This design comes from an exercise in tuning for small area, a short achievable clock period and few clock cycles on the open sky130 flow, not from production work.
Function was checked by simulation only, so behaviour that the tests miss may differ from the original.
Power is estimated from default activity; no workload was simulated.

<file path="design/flow/config.mk">
export PLATFORM = sky130hd
export DESIGN_NAME = masked_patch_match_select
export DESIGN_NICKNAME = masked_patch_match_select
export VERILOG_FILES = /design/flow/design.v
export SDC_FILE = /design/flow/constraint.sdc
export NUM_CORES = 4
export LEC_CHECK = 0
export CAP_MARGIN = 20
export CORE_MARGIN = 2
export CORE_UTILIZATION = 40
export PLACE_DENSITY = 0.6
export SETUP_SLACK_MARGIN = 5
export SLEW_MARGIN = 20
</file>
<file path="design/flow/constraint.sdc">
create_clock -name core_clock -period 10.0 [get_ports {clk}]
set_input_delay 2.0000 -clock core_clock [delete_from_list [all_inputs] [get_ports {clk}]]
set_output_delay 2.0000 -clock core_clock [all_outputs]
set_load 0.01 [all_outputs]
</file>
<file path="design/flow/design.v">
package mpms_pkg;
  localparam int PIX_W  = 16;
  localparam int POS_W  = 24;
  localparam int DIFF_W = 47;
  localparam int WGT_W  = 15;
  localparam int DIST_W = 32;
  localparam int FAC_W  = 16;
  localparam int NSIM_W = 7;
  localparam int RANK_W = 6;
  localparam int PROD_W = FAC_W + DIST_W;
  localparam int THR_W  = PROD_W - 8;
  localparam int          DIV_STEPS  = DIFF_W;
  localparam logic [15:0] W_KNOWN    = 16'd100;
  localparam logic [15:0] W_UNKNOWN  = 16'd1;
  localparam int          CFG_IDX_W    = 2;
  localparam logic [1:0]  CFG_N_SIMILAR    = 2'd0;
  localparam logic [1:0]  CFG_MAIN_FACTOR  = 2'd1;
  localparam logic [1:0]  CFG_PRIOR_FACTOR = 2'd2;
  localparam logic [NSIM_W-1:0] NSIM_RESET   = 7'd25;
  localparam logic [FAC_W-1:0]  FACTOR_RESET = 16'd256;
  typedef struct packed {
    logic [POS_W-1:0]  pos;
    logic              in_main;
    logic              in_prior;
    logic [RANK_W-1:0] rank;
  } res_t;
endpackage
module masked_patch_match_select #(
  parameter int MAX_CANDIDATES = 64
) (
  input  logic                          clk,
  input  logic                          rst_n,
  input  logic                          in_valid,
  output logic                          in_ready,
  input  logic [mpms_pkg::PIX_W-1:0]    in_ref_value,
  input  logic [mpms_pkg::PIX_W-1:0]    in_cand_value,
  input  logic                          in_ref_known,
  input  logic                          in_cand_known,
  input  logic [mpms_pkg::POS_W-1:0]    in_cand_position,
  input  logic                          in_last_element,
  input  logic                          in_last_candidate,
  output logic                          out_valid,
  input  logic                          out_ready,
  output logic [mpms_pkg::POS_W-1:0]    out_position,
  output logic                          out_in_main_group,
  output logic                          out_in_prior_group,
  output logic [mpms_pkg::RANK_W-1:0]   out_rank,
  output logic                          out_last,
  input  logic                          cfg_write_en,
  input  logic [mpms_pkg::CFG_IDX_W-1:0] cfg_index,
  input  logic [mpms_pkg::FAC_W-1:0]    cfg_data
);
  localparam int N      = MAX_CANDIDATES;
  localparam int IW     = $clog2(N);
  localparam int CW     = $clog2(N + 1);
  localparam int DW     = mpms_pkg::DIST_W;
  localparam int AW     = mpms_pkg::DIFF_W;
  localparam int WW     = mpms_pkg::WGT_W;
  localparam int PW     = mpms_pkg::POS_W;
  localparam int FW     = mpms_pkg::FAC_W;
  localparam int DIV_R4 = 2;                   
  localparam int DIV_IT = DW / (2 * DIV_R4);   
  localparam int MUL_B  = 4;                   
  localparam int MUL_IT = FW / MUL_B;
  logic [mpms_pkg::NSIM_W-1:0] nsim_r, snap_nsim;
  logic [FW-1:0]               mf_r, pf_r, snap_mf, snap_pf;
  logic [1:0]                  pend_r;        
  logic                        thr_done;
  logic                        in_ready_r;
  logic                        acc_in, acc_close, acc_lc;
  logic                        a_v, a_both, a_close, a_lc;
  logic [15:0]                 a_ref, a_cand;
  logic                        b_v, b_both, b_close, b_lc;
  logic [15:0]                 b_d;
  logic                        c_v, c_both, c_close, c_lc;
  logic [15:0]                 c_hh, c_hl, c_ll;
  logic                        q_v, q_both, q_close, q_lc;
  logic [31:0]                 q_sq;
  logic                        d_v, d_both, d_close, d_lc;
  logic [38:0]                 d_term;
  logic                        e_fresh;
  logic [AW-1:0]               acc_r;
  logic [WW-1:0]               wgt_r;
  logic [AW-1:0]               cq_acc [2];
  logic [WW-1:0]               cq_wgt [2];
  logic                        cq_lc  [2];
  logic                        cq_wp, cq_rp;
  logic [1:0]                  cq_cnt;
  logic                        cq_push, cq_pop;
  logic [PW-1:0]               pf_mem [4];
  logic [1:0]                  pf_wp, pf_rp;
  logic                        dv_busy, dv_done, dv_sat, dv_lc;
  localparam int DVC_W = $clog2(DIV_IT + 1);
  logic [DVC_W-1:0]            dv_cnt;
  logic [WW-1:0]               dv_rem, dv_w;
  logic [WW+1:0]               dv_w2, dv_w3;
  logic [DW-1:0]               dv_q;
  logic [DW-1:0]               dv_dist;
  logic                        dv_free;
  logic [DW-1:0]               st_dist [N];
  logic [PW-1:0]               st_pos  [N];
  logic [IW-1:0]               st_rank [N];
  logic [N-1:0]                valid_r;
  logic [CW-1:0]               count_r;
  localparam logic [3:0] S_IDLE = 4'd0;
  localparam logic [3:0] S_BS   = 4'd1;    
  localparam logic [3:0] S_INS  = 4'd2;    
  localparam logic [3:0] S_TH0  = 4'd3;
  localparam logic [3:0] S_LK   = 4'd4;    
  localparam logic [3:0] S_MM   = 4'd5;    
  localparam logic [3:0] S_MCHK = 4'd6;
  localparam logic [3:0] S_PM   = 4'd7;    
  localparam logic [3:0] S_LKE  = 4'd8;    
  localparam logic [3:0] S_PTH  = 4'd9;
  localparam logic [3:0] S_EM   = 4'd10;
  localparam logic [3:0] S_EMD  = 4'd11;   
  logic [3:0]                  st_state;
  logic                        ins_start, bs_cnt_mode, ins_lc_r, ins_keep_r;
  logic [DW-1:0]               key_r;
  logic [PW-1:0]               ins_pos_r;
  logic [CW-1:0]               p_r, step_r;
  logic [CW-1:0]               eff_r, r_r, em_k, em_m;
  logic [DW-1:0]               lk_dist;
  logic [PW-1:0]               lk_pos;
  logic [IW-1:0]               lk_idx_r;      
  logic                        bs_ok_r;       
  logic [DW-1:0]               l_r;           
  logic [DW-1:0]               mth_r, pth_r;
  logic [47:0]                 mp_r;
  logic [FW-1:0]               mf_sh;
  localparam int MC_W = $clog2(MUL_IT + 1);
  logic [MC_W-1:0]             mcnt;
  logic                        f_v, f_last;
  logic [DW-1:0]               f_dist;
  logic [PW-1:0]               f_pos;
  logic [IW-1:0]               f_rank;
  logic                        f_move, em_fetch;
  logic                        out_valid_r, o_main, o_prior, o_last;
  logic [PW-1:0]               o_pos;
  logic [IW-1:0]               o_rank;
  assign in_ready  = in_ready_r;
  assign acc_in    = rst_n && in_valid && in_ready_r;
  assign acc_close = in_last_element || in_last_candidate;
  assign acc_lc    = in_last_candidate;
  assign thr_done = (st_state == S_PTH);
  always_ff @(posedge clk) begin
    if (!rst_n) begin
      nsim_r <= mpms_pkg::NSIM_RESET;
      mf_r   <= mpms_pkg::FACTOR_RESET;
      pf_r   <= mpms_pkg::FACTOR_RESET;
      pend_r <= 2'd0;
    end else begin
      if (cfg_write_en) begin
        case (cfg_index)
          mpms_pkg::CFG_N_SIMILAR:    nsim_r <= cfg_data[mpms_pkg::NSIM_W-1:0];
          mpms_pkg::CFG_MAIN_FACTOR:  mf_r   <= cfg_data;
          mpms_pkg::CFG_PRIOR_FACTOR: pf_r   <= cfg_data;
          default: ;
        endcase
      end
      pend_r <= pend_r + 2'(acc_in && acc_lc) - 2'(thr_done);
    end
  end
  always_ff @(posedge clk) begin
    if ((pend_r == 2'd0) || (thr_done && ((pend_r == 2'd2) || (acc_in && acc_lc)))) begin
      snap_nsim <= nsim_r;
      snap_mf   <= mf_r;
      snap_pf   <= pf_r;
    end
  end
  logic [16:0]   ab_diff;
  logic [16:0]   ba_diff;
  logic [38:0]   sq39;
  logic [AW:0]   acc_sum;
  logic [AW-1:0] acc_n;
  logic [WW:0]   wgt_sum;
  logic [WW-1:0] wgt_n;
  assign ab_diff = {1'b0, a_ref} - {1'b0, a_cand};
  assign ba_diff = {1'b0, a_cand} - {1'b0, a_ref};
  assign sq39    = {7'b0, q_sq};
  assign acc_sum = {1'b0, (e_fresh ? {AW{1'b0}} : acc_r)} + {9'b0, d_term};
  assign acc_n   = acc_sum[AW] ? {AW{1'b1}} : acc_sum[AW-1:0];
  assign wgt_sum = {1'b0, (e_fresh ? {WW{1'b0}} : wgt_r)} +
                   (!d_v ? (WW+1)'(0) : d_both ? (WW+1)'(100) : (WW+1)'(1));
  assign wgt_n   = wgt_sum[WW] ? {WW{1'b1}} : wgt_sum[WW-1:0];
  always_ff @(posedge clk) begin
    a_ref   <= in_ref_value;
    a_cand  <= in_cand_value;
    a_both  <= in_ref_known && in_cand_known;
    a_close <= acc_close;
    a_lc    <= acc_lc;
    b_d     <= ab_diff[16] ? ba_diff[15:0] : ab_diff[15:0];
    b_both  <= a_both;
    b_close <= a_close;
    b_lc    <= a_lc;
    c_hh    <= b_v ? b_d[15:8] * b_d[15:8] : 16'd0;
    c_hl    <= b_v ? b_d[15:8] * b_d[7:0]  : 16'd0;
    c_ll    <= b_v ? b_d[7:0]  * b_d[7:0]  : 16'd0;
    c_both  <= b_both;
    c_close <= b_close;
    c_lc    <= b_lc;
    q_sq    <= {c_hh, 16'd0} + {7'd0, c_hl, 9'd0} + {16'd0, c_ll};
    q_both  <= c_both;
    q_close <= c_close;
    q_lc    <= c_lc;
    d_term  <= q_both ? ((sq39 << 6) + (sq39 << 5) + (sq39 << 2)) : sq39;
    d_both  <= q_both;
    d_close <= q_close;
    d_lc    <= q_lc;
    acc_r   <= acc_n;
    wgt_r   <= wgt_n;
  end
  always_ff @(posedge clk) begin
    if (!rst_n) begin
      a_v <= 1'b0;
      b_v <= 1'b0;
      c_v <= 1'b0;
      q_v <= 1'b0;
      d_v <= 1'b0;
      e_fresh <= 1'b1;
    end else begin
      a_v <= acc_in;
      b_v <= a_v;
      c_v <= b_v;
      q_v <= c_v;
      d_v <= q_v;
      if (d_v) e_fresh <= d_close;
    end
  end
  assign cq_push = d_v && d_close;
  assign cq_pop  = (cq_cnt != 2'd0) && dv_free;
  always_ff @(posedge clk) begin
    if (cq_push) begin
      cq_acc[cq_wp] <= acc_n;
      cq_wgt[cq_wp] <= wgt_n;
      cq_lc[cq_wp]  <= d_lc;
    end
  end
  always_ff @(posedge clk) begin
    if (!rst_n) begin
      cq_wp  <= 1'b0;
      cq_rp  <= 1'b0;
      cq_cnt <= 2'd0;
    end else begin
      if (cq_push) cq_wp <= ~cq_wp;
      if (cq_pop)  cq_rp <= ~cq_rp;
      cq_cnt <= cq_cnt + 2'(cq_push) - 2'(cq_pop);
    end
  end
  logic [2:0] closes_held;
  logic [1:0] cq_cnt_next;
  logic       pend_two;
  assign cq_cnt_next = cq_cnt + 2'(cq_push) - 2'(cq_pop);
  assign closes_held = 3'(a_v && a_close) + 3'(b_v && b_close) + 3'(c_v && c_close) +
                       3'(q_v && q_close) + 3'(cq_cnt_next);
  assign pend_two    = !thr_done && ((pend_r == 2'd2) || ((pend_r == 2'd1) && acc_in && acc_lc));
  always_ff @(posedge clk) begin
    if (!rst_n) in_ready_r <= 1'b0;
    else        in_ready_r <= ((closes_held == 3'd0) || ((closes_held == 3'd1) && !(acc_in && acc_close))) &&
                              !pend_two;
  end
  always_ff @(posedge clk) begin
    if (acc_in && acc_close) pf_mem[pf_wp] <= in_cand_position;
  end
  always_ff @(posedge clk) begin
    if (!rst_n) begin
      pf_wp <= 2'd0;
      pf_rp <= 2'd0;
    end else begin
      if (acc_in && acc_close) pf_wp <= pf_wp + 2'd1;
      if (ins_start)           pf_rp <= pf_rp + 2'd1;
    end
  end
  assign dv_free = !dv_busy || (dv_done && ins_start);
  assign dv_dist = dv_sat ? {DW{1'b1}} : dv_q;
  logic [WW-1:0] rem_s [DIV_R4+1];
  logic [DW-1:0] q_s   [DIV_R4+1];
  logic [WW+1:0] dx    [DIV_R4];
  logic [WW+2:0] dd1   [DIV_R4];
  logic [WW+2:0] dd2   [DIV_R4];
  logic [WW+2:0] dd3   [DIV_R4];
  always_comb begin
    rem_s[0] = dv_rem;
    q_s[0]   = dv_q;
    for (int s = 0; s < DIV_R4; s++) begin
      dx[s]  = {rem_s[s], q_s[s][DW-1:DW-2]};
      dd1[s] = {1'b0, dx[s]} - {3'b0, dv_w};
      dd2[s] = {1'b0, dx[s]} - {1'b0, dv_w2};
      dd3[s] = {1'b0, dx[s]} - {1'b0, dv_w3};
      if (!dd3[s][WW+2]) begin
        rem_s[s+1] = dd3[s][WW-1:0];
        q_s[s+1]   = {q_s[s][DW-3:0], 2'd3};
      end else if (!dd2[s][WW+2]) begin
        rem_s[s+1] = dd2[s][WW-1:0];
        q_s[s+1]   = {q_s[s][DW-3:0], 2'd2};
      end else if (!dd1[s][WW+2]) begin
        rem_s[s+1] = dd1[s][WW-1:0];
        q_s[s+1]   = {q_s[s][DW-3:0], 2'd1};
      end else begin
        rem_s[s+1] = dx[s][WW-1:0];
        q_s[s+1]   = {q_s[s][DW-3:0], 2'd0};
      end
    end
  end
  always_ff @(posedge clk) begin
    if (cq_pop) begin
      dv_w   <= cq_wgt[cq_rp];
      dv_w2  <= {1'b0, cq_wgt[cq_rp], 1'b0};
      dv_w3  <= {1'b0, cq_wgt[cq_rp], 1'b0} + {2'b0, cq_wgt[cq_rp]};
      dv_rem <= cq_acc[cq_rp][AW-1:DW];
      dv_q   <= cq_acc[cq_rp][DW-1:0];
      dv_sat <= cq_acc[cq_rp][AW-1:DW] >= cq_wgt[cq_rp];
      dv_lc  <= cq_lc[cq_rp];
    end else if (dv_busy && !dv_done) begin
      dv_rem <= rem_s[DIV_R4];
      dv_q   <= q_s[DIV_R4];
    end
  end
  always_ff @(posedge clk) begin
    if (!rst_n) begin
      dv_busy <= 1'b0;
      dv_done <= 1'b0;
      dv_cnt  <= '0;
    end else begin
      if (cq_pop) begin
        dv_busy <= 1'b1;
        dv_done <= 1'b0;
        dv_cnt  <= '0;
      end else if (dv_busy && !dv_done) begin
        dv_cnt <= dv_cnt + 1'b1;
        if (dv_cnt == DVC_W'(DIV_IT - 1)) dv_done <= 1'b1;
      end else if (dv_done && ins_start) begin
        dv_busy <= 1'b0;
        dv_done <= 1'b0;
      end
    end
  end
  assign ins_start = dv_done && (st_state == S_IDLE);
  always_comb begin
    lk_dist = '0;
    lk_pos  = '0;
    for (int j = 0; j < N; j++) begin
      if (valid_r[j] && (st_rank[j] == lk_idx_r)) begin
        lk_dist = lk_dist | st_dist[j];
        lk_pos  = lk_pos  | st_pos[j];
      end
    end
  end
  logic [CW-1:0] step_init;
  always_comb begin
    step_init = '0;
    for (int b = 0; b < CW; b++) if (count_r[b]) step_init = CW'(1) << b;
  end
  logic          bs_take;
  logic [CW-1:0] p_next, half;
  logic [CW:0]   nx_take, nx_keep;
  assign bs_take = bs_ok_r && (lk_dist <= key_r);
  assign p_next  = bs_take ? p_r + step_r : p_r;
  assign half    = step_r >> 1;
  assign nx_take = {1'b0, p_r} + {1'b0, step_r} + {1'b0, half};    
  assign nx_keep = {1'b0, p_r} + {1'b0, half};                     
  genvar gj;
  generate
    for (gj = 0; gj < N; gj++) begin : g_ent
      always_ff @(posedge clk) begin
        if ((st_state == S_INS) && ins_keep_r && (count_r == CW'(gj))) begin
          st_dist[gj] <= key_r;
          st_pos[gj]  <= ins_pos_r;
          st_rank[gj] <= p_r[IW-1:0];
        end else if ((st_state == S_INS) && ins_keep_r && valid_r[gj] &&
                     (st_rank[gj] >= p_r[IW-1:0])) begin
          st_rank[gj] <= st_rank[gj] + 1'b1;
        end
      end
    end
  endgenerate
  logic [CW-1:0] eff_c;
  logic [mpms_pkg::NSIM_W-1:0] nclamp;
  assign nclamp = (snap_nsim < mpms_pkg::NSIM_W'(2)) ? mpms_pkg::NSIM_W'(2) : snap_nsim;
  assign eff_c  = ({1'b0, nclamp} > 8'(count_r)) ? count_r : CW'(nclamp);
  logic [47:0]         mp_next;
  logic [DW+MUL_B-1:0] mp_pp;
  assign mp_pp   = {{MUL_B{1'b0}}, l_r} * {{DW{1'b0}}, mf_sh[FW-1:FW-MUL_B]};
  assign mp_next = {mp_r[47-MUL_B:0], {MUL_B{1'b0}}} + {{(48-DW-MUL_B){1'b0}}, mp_pp};
  logic [DW-1:0] mp_sat, pth_max;
  assign mp_sat  = (|mp_r[47:40]) ? {DW{1'b1}} : mp_r[39:8];
  assign pth_max = (pth_r > l_r) ? pth_r : l_r;
  assign f_move   = f_v && (!out_valid_r || out_ready);
  assign em_fetch = (st_state == S_EM) && (!f_v || f_move);
  always_ff @(posedge clk) begin
    if (!rst_n) begin
      st_state    <= S_IDLE;
      count_r     <= '0;
      valid_r     <= '0;
      bs_cnt_mode <= 1'b0;
      lk_idx_r    <= '0;
      bs_ok_r     <= 1'b0;
      ins_lc_r    <= 1'b0;
      ins_keep_r  <= 1'b0;
      p_r         <= '0;
      step_r      <= '0;
      em_k        <= '0;
      em_m        <= '0;
      eff_r       <= '0;
      r_r         <= '0;
      mcnt        <= '0;
    end else begin
      case (st_state)
        S_IDLE: begin
          if (ins_start) begin
            ins_lc_r    <= dv_lc;
            ins_keep_r  <= (count_r != CW'(N));
            bs_cnt_mode <= 1'b0;
            p_r         <= '0;
            step_r      <= step_init;
            lk_idx_r    <= IW'(step_init - CW'(1));
            bs_ok_r     <= 1'b1;
            st_state    <= ((count_r == CW'(0)) || (count_r == CW'(N))) ? S_INS : S_BS;
          end
        end
        S_BS: begin
          p_r    <= p_next;
          step_r <= half;
          if (bs_take) begin
            lk_idx_r <= IW'(nx_take - 1'b1);
            bs_ok_r  <= (nx_take <= {1'b0, count_r});
          end else begin
            lk_idx_r <= IW'(nx_keep - 1'b1);
            bs_ok_r  <= (nx_keep <= {1'b0, count_r});
          end
          if (step_r == CW'(1)) begin
            if (bs_cnt_mode) begin
              em_m     <= p_next;
              em_k     <= '0;
              lk_idx_r <= '0;
              st_state <= S_EM;
            end else begin
              st_state <= S_INS;
            end
          end
        end
        S_INS: begin
          if (ins_keep_r) begin
            count_r          <= count_r + 1'b1;
            valid_r[count_r[IW-1:0]] <= 1'b1;
          end
          st_state <= ins_lc_r ? S_TH0 : S_IDLE;
        end
        S_TH0: begin
          eff_r    <= eff_c;
          r_r      <= (count_r >= CW'(2)) ? CW'(1) : CW'(0);
          lk_idx_r <= (count_r >= CW'(2)) ? IW'(1) : IW'(0);
          st_state <= S_LK;
        end
        S_LK: begin
          mcnt     <= '0;
          st_state <= S_MM;
        end
        S_MM: begin
          mcnt <= mcnt + 1'b1;
          if (mcnt == MC_W'(MUL_IT - 1)) st_state <= S_MCHK;
        end
        S_MCHK: begin
          if ((mp_r[47:8] == '0) && (r_r + CW'(1) < eff_r)) begin
            r_r      <= r_r + CW'(1);
            lk_idx_r <= IW'(r_r + CW'(1));
            st_state <= S_LK;
          end else begin
            mcnt     <= '0;
            st_state <= S_PM;
          end
        end
        S_PM: begin
          mcnt <= mcnt + 1'b1;
          if (mcnt == MC_W'(MUL_IT - 1)) begin
            lk_idx_r <= IW'(eff_r - CW'(1));
            st_state <= S_LKE;
          end
        end
        S_LKE: st_state <= S_PTH;
        S_PTH: begin
          bs_cnt_mode <= 1'b1;
          p_r         <= '0;
          step_r      <= step_init;
          lk_idx_r    <= IW'(step_init - CW'(1));
          bs_ok_r     <= 1'b1;
          st_state    <= S_BS;
        end
        S_EM: begin
          if (em_fetch) begin
            em_k     <= em_k + 1'b1;
            lk_idx_r <= IW'(em_k + 1'b1);
            if (em_k + CW'(1) == em_m) st_state <= S_EMD;
          end
        end
        S_EMD: begin
          if (!f_v || f_move) begin
            st_state <= S_IDLE;
            count_r  <= '0;
            valid_r  <= '0;
          end
        end
        default: st_state <= S_IDLE;
      endcase
    end
  end
  always_ff @(posedge clk) begin
    case (st_state)
      S_IDLE: begin key_r <= dv_dist; ins_pos_r <= pf_mem[pf_rp]; end
      S_LK:   begin l_r <= lk_dist; mp_r <= '0; mf_sh <= snap_mf; end
      S_MM:   begin mp_r <= mp_next; mf_sh <= mf_sh << MUL_B; end
      S_MCHK: begin mth_r <= mp_sat; mp_r <= '0; mf_sh <= snap_pf; end
      S_PM:   begin mp_r <= mp_next; mf_sh <= mf_sh << MUL_B; end
      S_LKE:  begin l_r <= lk_dist; pth_r <= mp_sat; end
      S_PTH:  begin
        pth_r <= pth_max;
        key_r <= (mth_r > pth_max) ? mth_r : pth_max;
      end
      default: ;
    endcase
  end
  always_ff @(posedge clk) begin
    if (em_fetch) begin
      f_dist <= lk_dist;
      f_pos  <= lk_pos;
      f_rank <= em_k[IW-1:0];
      f_last <= (em_k + CW'(1) == em_m);
    end
    if (f_move) begin
      o_pos   <= f_pos;
      o_main  <= f_dist <= mth_r;
      o_prior <= f_dist <= pth_r;
      o_rank  <= f_rank;
      o_last  <= f_last;
    end
  end
  always_ff @(posedge clk) begin
    if (!rst_n) begin
      f_v         <= 1'b0;
      out_valid_r <= 1'b0;
    end else begin
      if (em_fetch)    f_v <= 1'b1;
      else if (f_move) f_v <= 1'b0;
      if (f_move)         out_valid_r <= 1'b1;
      else if (out_ready) out_valid_r <= 1'b0;
    end
  end
  assign out_valid          = out_valid_r;
  assign out_position       = o_pos;
  assign out_in_main_group  = o_main;
  assign out_in_prior_group = o_prior;
  assign out_rank           = o_rank;
  assign out_last           = o_last;
endmodule
</file>
<file path="design/flow/run.sh">
#!/bin/bash
# synth_recipe.tcl (not shown) runs the flow's synth.tcl, then flattens the netlist and writes it again
# the make line also repeats each setting of config.mk as NAME=value (left out here)
make -C /OpenROAD-flow-scripts/flow DESIGN_CONFIG=/design/flow/config.mk WORK_HOME=/design/flow/orfs CLKGATE_MAP_FILE= SYNTH_SCRIPT=/design/flow/synth_recipe.tcl finish
</file>
==> impl_metrics.tcl <==
set metrics [dict create \
    r2r_start "lk_idx_r[1]$_SDFFE_PN0P_" \
    drtIter0Drc 29300 \
    peakVddDrop_mv 0.302 \
    synthCells 15900 \
    drv_slew 0 \
    grt_usage_pct 30.3 \
    drc 0 \
    placedCellCount 23100 \
    ys_seq_elements 5056 \
    synth_seq_area_share_pct 65.5 \
    synth_edf_count 4621 \
    status "timing/DRC/antenna clean" \
    placed_area_sq_um 237000 \
    worstSetupEndpointType "register" \
    first_global_vias 144000 \
    num-fill-cells 48300 \
    powerDensity_nw_per_um2 232 \
    max_freq_mhz 161 \
    period_needed_ns 6.22 \
    maxCapViolCount 0 \
    switching_share_pct 30.4 \
    clockBufferDepth 4 \
    numCtsBuffers 535 \
    overflow 0 \
    initial_core_util_pct 40.1 \
    area_delta_synth_final_pct 17.7 \
    final_util_pct 47.3 \
    core_sq_um 561000 \
    fin_ws_ns 3.78 \
    fin_cells 24600 \
    hold_end "q_sq[0]$_DFF_P_" \
    timing.critical_path.mode_cell "buf_12" \
    dp_hpwl_mm 456 \
    clk_pin_slew_worst_paths_ns 0.06 \
    pwr-share-seq_pct 42.1 \
    num_vias 159000 \
    hold_depth 0 \
    first_pass_iters 8 \
    cpMaxStageDelayCell "a22oi_2" \
    holdBufCountCts 0 \
    setup_viol 0 \
    grt_max_degree 85 \
    ff2ff_path_depth 25 \
    num-nets-final 18000 \
    arrival_ns 7.25 \
    rsz0062_at_grt "yes" \
    dieHeight_um 754 \
    tritoncts "built" \
    synth_area_per_cell_sq_um 14.2 \
    hold_violations 0 \
    h-tree-depth 6 \
    p_int_mw 42.8 \
    ys_top_cells_by_area "edfxtp_1, ha_1, dfxtp_1" \
    antenna_found_initial 64 \
    hold_class "register to register" \
    die-area_sq_um 569000 \
    synth_nets 17300 \
    die_x_um 754 \
    synth_top_area_share_pct 61.6 \
    drt-vias-per-instance 6.47 \
    holdWs_ns 0.323 \
    wl_mm 912 \
    worst-setup-path-type "register to register" \
    path_buf_inv 7 \
    portBuffers 117 \
    finalCritPeriodShare_pct 62.2 \
    synth-async-reset-ratio_pct 0 \
    synth_area_sq_um 225000 \
    clock_sinks 5056 \
    p_leak_nw 93.5 \
    cp-start-kind "register" \
    synth_flop_cell "edfxtp_1" \
    p_comb_share_pct 25.6 \
    critPathRequiredTime_ns 11.03 \
    slew_headroom_pct 12.5 \
    yosysUniqueCellTypes 101 \
    post_drt_wl_per_cell_um 37.0 \
    worstHoldStart "c_ll[0]$_SDFF_PN0_" \
    grt_pass1_wl_mm 1200 \
    p_clk_share_pct 32.3 \
    clock_latency_ns 1.23 \
    pre_cts_ws_ns 2.24 \
    ant_nets 0 \
    tightest_slew_ns 1.31 \
    synth_warnings 10 \
    cts_root_buf "clkbuf_16" \
    synth_top_area_cell "edfxtp_1" \
    fin_worst_skew_ns 0.133 \
    cp_top_family "compound AO/OA/AOI/OAI gates" \
    startpoint "lk_idx_r[1]$_SDFFE_PN0P_" \
    total_power_mw 61.5 \
    r2r_slack_ns 3.78 \
    p_sw_mw 18.7 \
    worst_r2r_endpoint "lk_idx_r[4]$_SDFFE_PN0P_" \
    cp_max_fo 56 \
    gp_congestion 0.869 \
    fin_tns_setup_ns 0 \
    design_area_sq_um 265000 \
    max_stage_delay_ns 0.65 \
    drive_gt1_share_pct 13.9 \
    ioPinCount 118 \
    rows 275 \
]
state kept, by name (all words and copies together) (netlist names), 31 cells and up, named ones only:
register	count
q_sq	31
l_r	32
mth_r	32
key_r	32
pth_r	32
f_dist	32
st_dist	2048
valid_r	64
cq_acc	94
st_rank	384
dv_q	32
pf_mem	96
d_term	38
mp_r	48
acc_r	47
st_pos	1536
cell families after synthesis:
kind of cell    count (synthesis)  synth area share (%)
compound gates               3829                  12.4
xor+xnor                      946                  3.68
fa+ha+maj                    1291                  7.93
buf+inv                      1420                  2.44
flops                        5056                  65.5
mux                           221                  1.14
simple gates                 3136                  6.88
synth_stat cells, drive strengths merged, types with 160 or more instances:
cell type and n:
inv 663, buf 223, clkbuf 530, nand4 352, nor2 618, o21ai 643, dfxtp 435, edfxtp 4621
nand3 221, nor2b 244, fa 226, xor2 372, a21oi 667, and2 160, a22o 897, a21o 211
a221oi 902, nand2b 182, ha 1065, nand2 954, xnor2 574
power by group through the flow:
stage	logic (mW)	registers, mW	clock network, mW
after floorplan	8.77	26.8	0
after global placement	12.4	26.5	0
after detailed placement	12.5	26.5	0
after CTS	14.7	25.9	19.8
after global routing	17.3	25.9	20.6
final	15.7	25.9	19.9
worst max-delay path by stage:
| stage | cells past startpoint | end | slack (ns) |
|---|---|---|---|
| after floorplan | 25 | lk_idx_r[1]$_SDFFE_PN0P_ | 5.00 |
| after global placement | 23 | lk_idx_r[4]$_SDFFE_PN0P_ | 2.21 |
| after detailed placement | 23 | lk_idx_r[4]$_SDFFE_PN0P_ | 2.24 |
| after CTS | 25 | lk_idx_r[4]$_SDFFE_PN0P_ | 4.05 |
| after global routing | 25 | lk_idx_r[4]$_SDFFE_PN0P_ | 3.95 |
| final | 25 | lk_idx_r[4]$_SDFFE_PN0P_ | 3.78 |
routing by layer:
metal  up-vias  track usage [%]  routed length, um
met5         -            0.244               1140
met4        43             17.7              68600
met3      3214             9.54             136000
met2     13900             45.2             388000
met1     79100             38.9             319000
li1      63200                -                  -
final cells by class:
class | instances | area, sq um | area share, %
clock buffer | 689 | 14400 | 5.43
timing repair buffer | 959 | 11600 | 4.37
tap | 7479 | 9360 | 3.53
multi-input combinational | 9425 | 76300 | 28.8
sequential | 5056 | 148000 | 55.7
inverter | 667 | 2890 | 1.09
antenna | 97 | 243 | 0.0916
clock inverter | 276 | 2720 | 1.02
layout by cell type (no fill, tap or decap), types with 352 or more instances in the layout:
cell type and n:
dfxtp_1 405, o21ai_0 593, buf_4 486, xnor2_1 573, clkbuf_16 571, a221oi_1 767, nand2_1 944, ha_1 1011
a22o_1 896, inv_1 581, edfxtp_1 4621, a21oi_1 619, nor2_1 602, nand4_1 352
repair_timing:
action / CTS / global route
setup buffers: 263 / 146
cloned: 55 / 26
gates resized for setup: 577 / 438
pin swaps: 198 / 183
setup endpoints to repair: 109 / 243
Testbench counts, summed over its fixed seeds: cycles 15,508.

[static timing again, ports no longer ideal]
The results above use ideal ports. As a check the final layout listed here was re-extracted and re-timed, cells and wires unchanged. Step 1, drivers: a clkbuf_16 drives clk and a buf_2 each remaining input, both assumed. Step 2 also shifts input and output timing later by t, the mid clock arrival at the registers, as if the neighbouring blocks saw the same clock. Slacks: no drivers / after step 1 / after step 2; pairs: no drivers / after step 1.
t (ns): 1.263
slack for setup (ns): 3.783 / 3.783 / 3.783
worst setup path after step 2: register to register
worst data-port slew with drivers (ns): 0.11
After both steps this run still meets setup and hold. The setup slack of this run moves by 0.000 ns with the drivers and by 0.000 ns with both steps.
